This is an optimization exercise on Yosys and OpenROAD, whose aim is small area, not a production implementation. Function was checked by simulation only, so behaviour that the tests miss may differ from the original. No activity file was given, so power comes from the tool's default toggle rates.

==> v30 <==
==> flow/design.v <==
module rope_step_scheduler #(
   parameter int CORES          = 4,
   parameter int NODES_PER_CORE = 5,
   parameter int RELAX_PASSES   = 3,
   parameter int TIMEOUT        = 1023
) (
   input  logic                                        clk,
   input  logic                                        reset,
   input  logic                                        frame_start,
   input  logic [9:0]                                  in_mouse_x,
   input  logic [9:0]                                  in_mouse_y,
   input  logic [CORES-1:0]                            core_done,
   input  logic [CORES*NODES_PER_CORE*10-1:0]          nodes_x,
   input  logic [CORES*NODES_PER_CORE*10-1:0]          nodes_y,
   output logic                                        core_step,
   output logic                                        core_phase,
   output logic [31:0]                                 mouse_x,
   output logic [31:0]                                 mouse_y,
   input  logic [$clog2(CORES*NODES_PER_CORE)-1:0]     rd_idx,
   output logic [9:0]                                  rd_x,
   output logic [9:0]                                  rd_y,
   output logic                                        busy,
   output logic                                        frame_ready,
   output logic [7:0]                                  overrun_cnt,
   output logic                                        timeout_err
);
   localparam int N      = CORES * NODES_PER_CORE;
   localparam int IDX_W  = $clog2(N);
   localparam int STEP_W = $clog2(RELAX_PASSES + 1);
   localparam logic [9:0] TMR_SEED = 10'd77;
   localparam logic [9:0] TMR_LAST = 10'd550;
   localparam logic [5*N-1:0] CPY_CODE = {
      5'd23, 5'd11, 5'd5,  5'd18, 5'd25, 5'd28, 5'd14, 5'd7,  5'd3,  5'd1,
      5'd16, 5'd8,  5'd4,  5'd2,  5'd17, 5'd24, 5'd12, 5'd22, 5'd27, 5'd13
   };
   typedef enum logic [2:0] {
      S_IDLE, S_LATCH, S_ISSUE, S_WAIT, S_COPY, S_SWAP
   } state_t;
   state_t                  state_q, state_d;
   logic [STEP_W-1:0]       step_q, step_d;    
   logic [CORES-1:0]        done_seen_q;
   logic [9:0]              timer_q;
   logic [1:0][N-1:0][19:0] ring_q;            
   logic                    front_q;           
   logic [IDX_W-1:0]        ofs_q;             
   logic                    valid_q;           
   logic [IDX_W-1:0]        rd_idx_q;
   logic [19:0]             mouse_q;
   logic                    frame_ready_q;
   logic [7:0]              overrun_cnt_q;
   logic                    timeout_err_q;
   logic all_done, tmr_last, cpy_last, tmr_run;
   assign all_done = &(done_seen_q | core_done);
   assign tmr_last = (timer_q == TMR_LAST);
   assign cpy_last = (timer_q[4:0] == CPY_CODE[5*(N-1) +: 5]);
   assign tmr_run  = (state_q == S_WAIT && !all_done) || state_q == S_COPY;
   always_comb begin
      state_d = state_q;
      step_d  = step_q;
      case (state_q)
         S_IDLE:  if (frame_start) state_d = S_LATCH;
         S_LATCH: begin
            step_d  = '0;
            state_d = S_ISSUE;
         end
         S_ISSUE: state_d = S_WAIT;
         S_WAIT: begin
            if (all_done) begin
               if (step_q == STEP_W'(RELAX_PASSES)) begin
                  state_d = S_COPY;
               end else begin
                  step_d  = step_q + STEP_W'(1);
                  state_d = S_ISSUE;
               end
            end else if (tmr_last) begin
               state_d = S_IDLE;
            end
         end
         S_COPY:  if (cpy_last) state_d = S_SWAP;
         S_SWAP:  state_d = S_IDLE;
         default: state_d = S_IDLE;
      endcase
   end
   logic [N-1:0]         cpy_sel;
   logic [IDX_W:0]       rd_sum;
   logic [IDX_W-1:0]     rd_pos;
   logic                 rd_en;
   logic [2*N-1:0]       rd_sel;
   logic [N-1:0][19:0]   nodes_xy;
   logic [2*N-1:0][19:0] ring_flat;
   logic [19:0]          line_in, rd_val;
   assign rd_sum = rd_idx_q + ofs_q;
   assign rd_pos = (rd_sum >= (IDX_W+1)'(N)) ? IDX_W'(rd_sum - (IDX_W+1)'(N)) : IDX_W'(rd_sum);
   assign rd_en  = valid_q && (int'(rd_idx_q) < N);
   always_comb
      for (int i = 0; i < N; i++) begin
         cpy_sel[i]     = (timer_q[4:0] == CPY_CODE[5*i +: 5]);
         rd_sel[i]      = rd_en && !front_q && (rd_pos == IDX_W'(i));
         rd_sel[N+i]    = rd_en &&  front_q && (rd_pos == IDX_W'(i));
         nodes_xy[i]    = {nodes_y[i*10 +: 10], nodes_x[i*10 +: 10]};
         ring_flat[i]   = ring_q[0][i];
         ring_flat[N+i] = ring_q[1][i];
      end
   rope_sel_or #(.W(20), .K(N))   u_cpy_mux (.d(nodes_xy),  .sel(cpy_sel), .y(line_in));
   rope_sel_or #(.W(20), .K(2*N)) u_rd_mux  (.d(ring_flat), .sel(rd_sel),  .y(rd_val));
   always_ff @(posedge clk or posedge reset) begin
      if (reset) begin
         state_q       <= S_IDLE;
         step_q        <= '0;
         valid_q       <= 1'b0;
         mouse_q       <= '0;
         frame_ready_q <= 1'b0;
         overrun_cnt_q <= '0;
         timeout_err_q <= 1'b0;
      end else begin
         state_q       <= state_d;
         step_q        <= step_d;
         if (frame_ready_q)
            valid_q <= 1'b1;
         if (state_q == S_LATCH)
            mouse_q <= {in_mouse_y, in_mouse_x};
         frame_ready_q <= (state_q == S_SWAP);
         if (frame_start && (state_q != S_IDLE) && (overrun_cnt_q != 8'hFF))
            overrun_cnt_q <= overrun_cnt_q + 8'd1;
         if (state_q == S_WAIT && !all_done && tmr_last)
            timeout_err_q <= 1'b1;
      end
   end
   always_ff @(posedge clk) begin
      done_seen_q <= (state_q == S_ISSUE) ? '0 : (done_seen_q | core_done);
      timer_q     <= tmr_run ? {timer_q[8:0], timer_q[9] ^ timer_q[6]} : TMR_SEED;
      rd_idx_q    <= rd_idx;
      for (int r = 0; r < 2; r++) begin
         for (int j = 0; j < N - 1; j++)
            ring_q[r][j] <= ring_q[r][j+1];
         ring_q[r][N-1] <= (state_q == S_COPY && front_q != r[0]) ? line_in : ring_q[r][0];
      end
      if (frame_ready_q) begin
         front_q <= !front_q;
         ofs_q   <= IDX_W'(N - 2);
      end else begin
         ofs_q   <= (ofs_q == '0) ? IDX_W'(N - 1) : ofs_q - IDX_W'(1);
      end
   end
   assign core_step   = (state_q == S_ISSUE);
   assign core_phase  = (step_q != '0);
   assign mouse_x     = {10'b0, mouse_q[9:0], 12'b0};
   assign mouse_y     = {10'b0, mouse_q[19:10], 12'b0};
   assign rd_x        = rd_val[9:0];
   assign rd_y        = rd_val[19:10];
   assign busy        = (state_q != S_IDLE);
   assign frame_ready = frame_ready_q;
   assign overrun_cnt = overrun_cnt_q;
   assign timeout_err = timeout_err_q;
endmodule
module rope_sel_or #(
   parameter int W = 20,
   parameter int K = 20
) (
   input  logic [K-1:0][W-1:0] d,
   input  logic [K-1:0]        sel,
   output logic [W-1:0]        y
);
   always_comb begin
      y = '0;
      for (int i = 0; i < K; i++)
         y = y | (d[i] & {W{sel[i]}});
   end
endmodule
==> flow/flow/run.sh <==
#!/bin/bash
# The standard ORFS layout (standard.sh, unchanged synthesis), with two
# changes: each port gets the smallest buffer, and the clock tree is built
# from small clkbuf_4 cells over smaller sink clusters, without dummy loads.
# make's output goes to make_finish.log; ORFS keeps each step's log under orfs/logs/.
set -euo pipefail
export BUFFER_PORTS_ARGS="-buffer_cell sky130_fd_sc_hd__buf_1"
export CTS_ARGS="-sink_clustering_enable -repair_clock_nets -dont_use_dummy_load -buf_list sky130_fd_sc_hd__clkbuf_4 -sink_clustering_size 10 -sink_clustering_max_diameter 40"
bash standard.sh > make_finish.log 2>&1
==> flow/standard.sh <==
#!/bin/bash
# synth_recipe.tcl (not shown) runs the flow's synth.tcl, then flattens the netlist and writes it again
# the make line also repeats each setting of config.mk as NAME=value (left out here)
make -C /OpenROAD-flow-scripts/flow DESIGN_CONFIG=/design/flow/config.mk WORK_HOME=/design/flow/orfs CLKGATE_MAP_FILE= SYNTH_SCRIPT=/design/flow/synth_recipe.tcl "${@:-finish}"
==> flow/config.mk <==
export PLATFORM = sky130hd
export DESIGN_NAME = rope_step_scheduler
export DESIGN_NICKNAME = rope_step_scheduler
export VERILOG_FILES = /design/flow/design.v
export SDC_FILE = /design/flow/constraint.sdc
export NUM_CORES = 4
export LEC_CHECK = 0
export CAP_MARGIN = 20
export CORE_MARGIN = 2
export CORE_UTILIZATION = 55
export SLEW_MARGIN = 20
export SYNTH_HIERARCHICAL = 1
==> flow/constraint.sdc <==
create_clock -name core_clock -period 7.0 [get_ports {clk}]
set_input_delay 1.4000 -clock core_clock [delete_from_list [all_inputs] [get_ports {clk}]]
set_output_delay 1.4000 -clock core_clock [all_outputs]
set_load 0.01 [all_outputs]
==> inputs of v11, as changes to v30 <==
==> flow/design.v (replaced) <==
module rope_step_scheduler #(
   parameter int CORES          = 4,
   parameter int NODES_PER_CORE = 5,
   parameter int RELAX_PASSES   = 3,
   parameter int TIMEOUT        = 1023
) (
   input  logic                                        clk,
   input  logic                                        reset,
   input  logic                                        frame_start,
   input  logic [9:0]                                  in_mouse_x,
   input  logic [9:0]                                  in_mouse_y,
   input  logic [CORES-1:0]                            core_done,
   input  logic [CORES*NODES_PER_CORE*10-1:0]          nodes_x,
   input  logic [CORES*NODES_PER_CORE*10-1:0]          nodes_y,
   output logic                                        core_step,
   output logic                                        core_phase,
   output logic [31:0]                                 mouse_x,
   output logic [31:0]                                 mouse_y,
   input  logic [$clog2(CORES*NODES_PER_CORE)-1:0]     rd_idx,
   output logic [9:0]                                  rd_x,
   output logic [9:0]                                  rd_y,
   output logic                                        busy,
   output logic                                        frame_ready,
   output logic [7:0]                                  overrun_cnt,
   output logic                                        timeout_err
);
   localparam int N      = CORES * NODES_PER_CORE;
   localparam int IDX_W  = $clog2(N);
   localparam int TMR_W  = $clog2(TIMEOUT + 1);
   localparam int STEP_W = $clog2(RELAX_PASSES + 1);
   typedef enum logic [2:0] {
      S_IDLE, S_LATCH, S_ISSUE, S_WAIT, S_COPY, S_SWAP
   } state_t;
   state_t             state_q, state_d;
   logic [STEP_W-1:0]  step_q, step_d;
   logic [CORES-1:0]   done_seen_q, done_seen_d;
   logic [TMR_W-1:0]   timer_q, timer_d;
   logic               valid_q;
   logic [N-1:0][19:0] line_q;      
   logic [N-1:0][19:0] front_q;     
   logic [19:0]        line_in;
   logic [IDX_W-1:0]   cpy_idx;
   logic [19:0]        mouse_q;
   logic [19:0]        rd_q, rd_d;
   logic               frame_ready_q;
   logic [7:0]         overrun_cnt_q;
   logic               timeout_err_q;
   logic               all_done, wait_end, tmo;
   assign all_done = &(done_seen_q | core_done);
   assign wait_end = (state_q == S_WAIT) && all_done;
   assign tmo      = (state_q == S_WAIT) && !all_done && (timer_q == TMR_W'(1));
   assign cpy_idx = IDX_W'(TMR_W'(TIMEOUT) - timer_q);
   always_comb begin
      state_d = state_q;
      step_d  = step_q;
      case (state_q)
         S_IDLE:  if (frame_start) state_d = S_LATCH;
         S_LATCH: begin
            step_d  = '0;
            state_d = S_ISSUE;
         end
         S_ISSUE: state_d = S_WAIT;
         S_WAIT: begin
            if (all_done) begin
               if (step_q == STEP_W'(RELAX_PASSES)) begin
                  state_d = S_COPY;
               end else begin
                  step_d  = step_q + STEP_W'(1);
                  state_d = S_ISSUE;
               end
            end else if (timer_q == TMR_W'(1)) begin
               state_d = S_IDLE;
            end
         end
         S_COPY:  if (cpy_idx == IDX_W'(N - 1)) state_d = S_SWAP;
         S_SWAP:  state_d = S_IDLE;
         default: state_d = S_IDLE;
      endcase
   end
   assign done_seen_d = (state_q == S_ISSUE) ? '0 : (done_seen_q | core_done);
   assign timer_d     = ((state_q == S_WAIT && !all_done) || state_q == S_COPY)
                        ? timer_q - TMR_W'(1) : TMR_W'(TIMEOUT);
   assign line_in = {nodes_y[cpy_idx*10 +: 10], nodes_x[cpy_idx*10 +: 10]};
   always_comb begin
      rd_d = '0;
      if (valid_q && int'(rd_idx) < N)
         rd_d = front_q[rd_idx];
   end
   always_ff @(posedge clk or posedge reset) begin
      if (reset) begin
         state_q       <= S_IDLE;
         step_q        <= '0;
         valid_q       <= 1'b0;
         mouse_q       <= '0;
         rd_q          <= '0;
         frame_ready_q <= 1'b0;
         overrun_cnt_q <= '0;
         timeout_err_q <= 1'b0;
      end else begin
         state_q       <= state_d;
         step_q        <= step_d;
         if (state_q == S_SWAP)
            valid_q <= 1'b1;
         if (state_q == S_LATCH)
            mouse_q <= {in_mouse_y, in_mouse_x};
         rd_q          <= rd_d;
         frame_ready_q <= (state_q == S_SWAP);
         if (frame_start && (state_q != S_IDLE) && (overrun_cnt_q != 8'hFF))
            overrun_cnt_q <= overrun_cnt_q + 8'd1;
         if (tmo)
            timeout_err_q <= 1'b1;
      end
   end
   always_ff @(posedge clk) begin
      done_seen_q <= done_seen_d;
      timer_q     <= timer_d;
      line_q      <= {line_q[N-2:0], line_in};
      if (state_q == S_SWAP)
         for (int i = 0; i < N; i++)
            front_q[i] <= line_q[N-1-i];
   end
   assign core_step   = (state_q == S_ISSUE);
   assign core_phase  = (step_q != '0);
   assign mouse_x     = {10'b0, mouse_q[9:0], 12'b0};
   assign mouse_y     = {10'b0, mouse_q[19:10], 12'b0};
   assign rd_x        = rd_q[9:0];
   assign rd_y        = rd_q[19:10];
   assign busy        = (state_q != S_IDLE);
   assign frame_ready = frame_ready_q;
   assign overrun_cnt = overrun_cnt_q;
   assign timeout_err = timeout_err_q;
endmodule
==> flow/run.sh (new file) <==
#!/bin/bash
# synth_recipe.tcl (not shown) runs the flow's synth.tcl, then flattens the netlist and writes it again
# the make line also repeats each setting of config.mk as NAME=value (left out here)
make -C /OpenROAD-flow-scripts/flow DESIGN_CONFIG=/design/flow/config.mk WORK_HOME=/design/flow/orfs CLKGATE_MAP_FILE= SYNTH_SCRIPT=/design/flow/synth_recipe.tcl finish
- CORE_UTILIZATION: 55 -> 30
- SETUP_SLACK_MARGIN: default -> 0.3
- SYNTH_HIERARCHICAL: 1 -> default
removed: flow/flow/run.sh
removed: flow/standard.sh
==> results.yml <==
route:
  wirelength_um: 108800
  num_vias: 21891
critical_path:
  cp.arrival_ns: 5.46
  cp_slowest_cell: "nor2_4"
worst_hold_path:
  min_from: "ring_q[564]"
timing:
  fmax_ghz: 0.1458
run_status:
  status: "no timing/DRC/antenna violations"
logic_synthesis:
  synth_compound_area_share_pct: 18.76
  synth_seq_cells: 861
floorplan:
  start_util_pct: 55.78
  die_area_um2: 50200
pwr:
  p_clk_uw: 2160
  intPower_uw: 6472
global_routing:
  grt_pass1_wl_um: 151500
the above is filed under v30

==> results.yml <==
run_status:
  status: "no timing/DRC/antenna violations"
global_routing:
  grt_pass1_wl_um: 105700
critical_path:
  cp_slowest_cell: "clkdlybuf4s50_1"
route:
  num_vias: 16226
timing:
  fmax_ghz: 0.2649
floorplan:
  die_area_um2: 101500
  start_util_pct: 30.20
logic_synthesis:
  synth_compound_area_share_pct: 4.714
  synth_seq_cells: 870
pwr:
  p_clk_uw: 4650
the above is filed under v11

==> port drivers added, routing unchanged <==
No port has a modelled driver above. Below, the same layouts with a new extraction and two added sets of constraints.
Step 1, drivers: a clkbuf_16 drives clk and a buf_2 each remaining input, both assumed.
Step 2 moves the port delays by t, midway between the first and last clock arrival at a register: inputs arrive t later, outputs are due t later. That takes back most of the time a late clock gives input paths.
Three values: ideal, step 1, step 2; two values: the first two.
run	t (ns)	slack for setup (ns)	clock arrival spread, ns
v30	0.913	0.141 / 0.087 / 1.000	0.082 / 0.083
v11	0.674	3.225 / 3.164 / 2.790	0.025 / 0.024
After both steps setup and hold are still met in every run listed. For v11, which loses most, drivers alone change the setup slack by -0.061 ns; drivers and shift together by -0.435 ns.
